What follows belongs to an exercise in optimizing a design on an open flow for small area; a production flow would make more cautious choices. In this exercise RTL edits were held to simulation tests only and were not proved equivalent to the original. Power figures rest on the tool's default switching activity, not on a simulated workload.

## dds_demod
module dds_demod (
    input  logic               clk,
    input  logic               rst,
    input  logic               en,
    input  logic [3:0]         mode,
    input  logic               sym_start,
    input  logic               sample_valid,
    input  logic signed [11:0] wave,
    input  logic signed [11:0] ref_sin,
    input  logic signed [11:0] ref_cos,
    output logic [1:0]         data_out,
    output logic               data_valid,
    output logic               mode_err
);
For scale: roughly 49 I/O pins, about 11,000 um2 of cells after synthesis.
Settings: LEC_CHECK=0, CAP_MARGIN=0, CORE_MARGIN=2, CORE_UTILIZATION=65, CTS_BUF_LIST=sky130_fd_sc_hd__clkbuf_8, GPL_TIMING_DRIVEN=0, SLEW_MARGIN=0, SYNTH_HIERARCHICAL=1, SYNTH_MINIMUM_KEEP_SIZE=0; clock period 10.0 ns.
run.sh (not shown) runs the stock make flow with config.mk's settings and CLKGATE_MAP_FILE= SYNTH_SCRIPT=/design/flow/synth_recipe.tcl, a recipe that flattens the netlist after the stock synthesis.
Edit:
==> flow/flow/run.sh (new file) <==
#!/bin/bash
# Standard layout, with a small buffer cell on the ports instead of the
# resizer's default pick.
set -e
export BUFFER_PORTS_ARGS="-buffer_cell sky130_fd_sc_hd__buf_2"
bash standard.sh > standard.log 2>&1
==> flow/standard.sh (new file) <==
#!/bin/bash
# synth_recipe.tcl (not shown) runs the flow's synth.tcl, then flattens the netlist and writes it again
# the make line also repeats each setting of config.mk as NAME=value (left out here)
make -C /OpenROAD-flow-scripts/flow DESIGN_CONFIG=/design/flow/config.mk WORK_HOME=/design/flow/orfs CLKGATE_MAP_FILE= SYNTH_SCRIPT=/design/flow/synth_recipe.tcl "${@:-finish}"
removed: flow/run.sh
The new run completed with no timing, DRC or antenna violations.
Design area fell by a few percent.
Worst setup slack gets better by 0.11 ns.
Wire length decreases by a few percent.
Via count goes down slightly.
Die area does not change.
Hold slack stays flat.
Non-clock buffer count decreases by 14.
Sequential power barely changes.
Combinational power shrinks by a few percent.
Synthesized area stays the same.
Total power goes down slightly.
Edit:
==> flow/run.sh (new file) <==
#!/bin/bash
# synth_recipe.tcl (not shown) runs the flow's synth.tcl, then flattens the netlist and writes it again
# the make line also repeats each setting of config.mk as NAME=value (left out here)
make -C /OpenROAD-flow-scripts/flow DESIGN_CONFIG=/design/flow/config.mk WORK_HOME=/design/flow/orfs CLKGATE_MAP_FILE= SYNTH_SCRIPT=/design/flow/synth_recipe.tcl finish
Settings changed: CTS_BUF_LIST sky130_fd_sc_hd__clkbuf_8 to sky130_fd_sc_hd__clkbuf_16, CTS_CLUSTER_DIAMETER set to 150, CTS_CLUSTER_SIZE set to 45.
removed: flow/flow/run.sh
removed: flow/standard.sh
The changed run finished clean.
First-iteration DRC count came out higher by about a fifth.
Critical path depth came out lower by 2.
Via count came out higher by a few percent.
Final area came out higher by a few percent.
Wire length came out higher by a few percent.
Die area is unchanged.
Total power came out higher by a few percent.
Count of clock-buffer cells in the layout stays the same.
Synthesized area stays the same.
Worst setup slack is worse by 0.088 ns.
Cell count came out higher slightly.

* * *

== run F ==
Another version of the RTL of dds_demod (not shown whole).
Size: ~85 flip-flops, ~49 I/O pins, ~0.010 sq mm of cells after synthesis.
Settings: LEC_CHECK=0, CAP_MARGIN=0, CORE_MARGIN=2, CORE_UTILIZATION=65, CTS_BUF_LIST=sky130_fd_sc_hd__clkbuf_8, GPL_TIMING_DRIVEN=0, SLEW_MARGIN=0, SYNTH_HIERARCHICAL=1, SYNTH_MINIMUM_KEEP_SIZE=0; clock period 10.0 ns.
standard.sh (not shown) runs the stock make flow with config.mk's settings and CLKGATE_MAP_FILE= SYNTH_SCRIPT=/design/flow/synth_recipe.tcl, a recipe that flattens the netlist after the stock synthesis.
==> flow/flow/run.sh <==
#!/bin/bash
# Standard layout (standard.sh), with two changes passed to ORFS through its
# environment: the port buffers use a small buffer cell, and clock tree
# synthesis adds no dummy loads.
set -e
export BUFFER_PORTS_ARGS="-buffer_cell sky130_fd_sc_hd__buf_2"
export CTS_ARGS="-sink_clustering_enable -repair_clock_nets -root_buf sky130_fd_sc_hd__clkbuf_8 -buf_list sky130_fd_sc_hd__clkbuf_4 -dont_use_dummy_load"
bash standard.sh > standard.log 2>&1
Run F | stages: all done | timing, DRC, antenna: all pass
Setup changes, run F to run P
--- a/flow/flow/run.sh
+++ b/flow/flow/run.sh
@@ -5,4 +5,4 @@
 set -e
 export BUFFER_PORTS_ARGS="-buffer_cell sky130_fd_sc_hd__buf_2"
-export CTS_ARGS="-sink_clustering_enable -repair_clock_nets -root_buf sky130_fd_sc_hd__clkbuf_8 -buf_list sky130_fd_sc_hd__clkbuf_4 -dont_use_dummy_load"
+export CTS_ARGS="-sink_clustering_enable -repair_clock_nets -buf_list sky130_fd_sc_hd__clkbuf_8 -dont_use_dummy_load"
 bash standard.sh > standard.log 2>&1
### Flow results
- Comparing run P against run F, there is no change at all in final count of hold timing violations.
- Comparing run F against run P, there is no change at all in number of gates resized after cts.
- Run P vs. run F: via count saw little to no change, number of clock sinks seen by CTS saw little to no change, depth of the most critical reg-to-reg path saw little to no change.
- Re maximum number of pins on one net before global-route repair: no difference whatsoever between run F and run P.
- Re placed standard-cell area: no difference whatsoever between run F and run P.

==> static timing again, ports no longer ideal <==
No port has a modelled driver above. Below, the same layouts with a new extraction and two added sets of constraints.
Step 1 (the two cells are an assumption about what drives the block):
set clk [get_ports {clk}]
set_driving_cell -lib_cell sky130_fd_sc_hd__clkbuf_16 $clk
set_driving_cell -lib_cell sky130_fd_sc_hd__buf_2 [delete_from_list [all_inputs] $clk]
Step 2, shift: input delay + t, output delay - t, t = (earliest + latest rising clock arrival at the registers) / 2. This alone moves slack from input paths to output paths.
a / b / c = no drivers / after step 1 / after step 2; a / b = the first two.
| run | shift t [ns] | setup slack, ns | worst setup path at the end |
|---|---|---|---|
| the first run of note 1 | 0.434 | 0.506 / 0.525 / 0.091 | input to register |
| the second run of note 1 | 0.428 | 0.615 / 0.631 / 0.203 | input to register |
| the third run of note 1 | 0.407 | 0.527 / 0.549 / 0.142 | input to register |
| run F | 0.410 | 0.575 / 0.594 / 0.184 | input to register |
| run P | 0.410 | 0.575 / 0.594 / 0.184 | input to register |
After both steps every run listed still meets setup and hold. The setup slack of the first run of note 1, which loses most, moves by +0.019 ns with the drivers and by -0.415 ns with both steps.
